Context: an optimization exercise on an open-source flow, tuned for small area. The choices shown serve that exercise and are no tape-out recipe. At most, simulation tests tie the RTL to the original design; equivalence was not proved. No activity file was given, so power comes from the tool's default toggle rates.

Setup of v12:
// rtf_nimplus
module rtf_nimplus
(
   input  logic        clk_160,
   input  logic        rst,
   input  logic [7:0]  nim_in,
   input  logic [3:0]  lvds_in,
   input  logic [7:0]  rj45_in_1,
   input  logic [7:0]  rj45_in_2,
   input  logic [1:0]  sma_in,
   input  logic [7:0]  reg_addr,
   input  logic [31:0] reg_wdata,
   input  logic        reg_we,
   input  logic        reg_re,
   output logic [31:0] reg_rdata,
   output logic        reg_rack,
   output logic [3:0]  nim_out,
   output logic [11:0] rj45_out_1,
   output logic [11:0] rj45_out_2,
   output logic [1:0]  sma_out
);
Size: ~1700 cells after synthesis, about 22000 µm² of cells after synthesis.
==> flow/config.mk <==
export PLATFORM = sky130hd
export DESIGN_NAME = rtf_nimplus
export DESIGN_NICKNAME = rtf_nimplus
export VERILOG_FILES = /design/flow/design.v
export SDC_FILE = /design/flow/constraint.sdc
export NUM_CORES = 4
export LEC_CHECK = 0
export CAP_MARGIN = 20
export CORE_MARGIN = 2
export CORE_UTILIZATION = 60
export CTS_BUF_LIST = sky130_fd_sc_hd__clkbuf_8
export CTS_CLUSTER_DIAMETER = 60
export CTS_CLUSTER_SIZE = 15
export GPL_TIMING_DRIVEN = 0
export PLACE_DENSITY = 0.75
export SLEW_MARGIN = 20
export SYNTH_HIERARCHICAL = 1
export SYNTH_MINIMUM_KEEP_SIZE = 0
==> flow/constraint.sdc <==
create_clock -name core_clock -period 5.0 [get_ports {clk_160}]
set_input_delay 1.0000 -clock core_clock [delete_from_list [all_inputs] [get_ports {clk_160}]]
set_output_delay 1.0000 -clock core_clock [all_outputs]
set_load 0.01 [all_outputs]
run.sh (not shown) runs the stock make flow with config.mk's settings and CLKGATE_MAP_FILE= SYNTH_SCRIPT=/design/flow/synth_recipe.tcl, a recipe that flattens the netlist after the stock synthesis.
Input-level comparison between v11 and v12:
# v12
export LEC_CHECK = 0
export CAP_MARGIN = 20
export CORE_MARGIN = 2
export CORE_UTILIZATION = 60
export CTS_BUF_LIST = sky130_fd_sc_hd__clkbuf_8
export CTS_CLUSTER_DIAMETER = 60
export CTS_CLUSTER_SIZE = 15
export GPL_TIMING_DRIVEN = 0
export PLACE_DENSITY = 0.75
export SLEW_MARGIN = 20
export SYNTH_HIERARCHICAL = 1
export SYNTH_MINIMUM_KEEP_SIZE = 0
create_clock -name core_clock -period 5.0 [get_ports {clk_160}]
# v11
export LEC_CHECK = 0
export CAP_MARGIN = 20
export CORE_MARGIN = 2
export CORE_UTILIZATION = 60
export GPL_TIMING_DRIVEN = 0
export PLACE_DENSITY = 0.75
export SLEW_MARGIN = 20
export SYNTH_HIERARCHICAL = 1
export SYNTH_MINIMUM_KEEP_SIZE = 0
create_clock -name core_clock -period 5.0 [get_ports {clk_160}]
==> flow/flow/run.sh (new file) <==
#!/bin/bash
# Layout: the standard ORFS flow (standard.sh), with two changes to how
# the layout is made:
#  - port buffers use the smallest buffer cell (buf_1)
#  - clock tree: clkbuf_8 only, clusters of up to 15 sinks, no dummy loads
# Every tool's output goes to flow.log here; ORFS keeps its per-step logs
# under orfs/logs.
set -euo pipefail
export BUFFER_PORTS_ARGS="-buffer_cell sky130_fd_sc_hd__buf_1"
export CTS_ARGS="-sink_clustering_enable -repair_clock_nets -sink_clustering_size 15 -sink_clustering_max_diameter 60 -buf_list sky130_fd_sc_hd__clkbuf_8 -dont_use_dummy_load"
bash standard.sh > flow.log 2>&1
==> flow/standard.sh (new file) <==
#!/bin/bash
# synth_recipe.tcl (not shown) runs the flow's synth.tcl, then flattens the netlist and writes it again
# the make line also repeats each setting of config.mk as NAME=value (left out here)
make -C /OpenROAD-flow-scripts/flow DESIGN_CONFIG=/design/flow/config.mk WORK_HOME=/design/flow/orfs CLKGATE_MAP_FILE= SYNTH_SCRIPT=/design/flow/synth_recipe.tcl "${@:-finish}"
removed: flow/run.sh
Against v12, hold slack in v11 came out worse. Summary of the comparison: utilization is lower in v11, relative to v12. Post-cts hold buffer count came out exactly the same in v11 and v12. Summary of v11 over v12: share of total power consumed by net switching climbed 0.24 points; final area went down by 3.2%.

rtf_nimplus, a different RTL version from the one above (not shown whole).
Size in the first run: roughly 1,400 cells after synthesis, about 0.023 mm2 of cells after synthesis.
Settings: LEC_CHECK=0, CAP_MARGIN=20, CORE_MARGIN=2, CORE_UTILIZATION=45, CTS_BUF_LIST=sky130_fd_sc_hd__clkbuf_4 sky130_fd_sc_hd__clkbuf_8, PLACE_DENSITY=0.65, SLEW_MARGIN=20, SYNTH_HIERARCHICAL=1, SYNTH_MINIMUM_KEEP_SIZE=0; clock period 5.0 ns.
Stock flow here: none of the scripts above is used.
Next try:
- CTS_BUF_LIST: sky130_fd_sc_hd__clkbuf_4 sky130_fd_sc_hd__clkbuf_8 -> unset
Result:
- final cell count goes down by 2.1%
- global-route usage is about the same
- critical path depth goes up by 2
- die area is unchanged
- first-iteration DRC count goes up by about 1.9%
No functional check of the RTL was part of any run of this note.

port drivers added, routing unchanged:
The results above use ideal ports. As a check the final layouts listed here were re-extracted and re-timed, cells and wires unchanged. Step 1, drivers: a clkbuf_16 drives clk_160 and a buf_2 each remaining input, both assumed. Step 2 adds t to the input delays and takes it off the output delays; t is the mean of the earliest and latest rising clock arrival at the registers after step 1. Input paths then give back, and output paths get back, about the clock's delay inside the block. Three values: ideal ports, drivers, drivers and shift; two values: the first two.
run	shift t [ns]	setup slack, ns	pins driven straight from the clock port
v12	0.655	0.766 / 0.791 / 0.136	1
v11	0.647	1.181 / 1.181 / 0.629	1
the first run of note 2	0.697	1.308 / 1.341 / 0.644	1
the second run of note 2	0.643	1.190 / 1.221 / 0.577	1
After both steps every run listed still meets setup and hold. For the first run of note 2, which loses most, drivers alone change the setup slack by +0.033 ns; drivers and shift together by -0.664 ns.
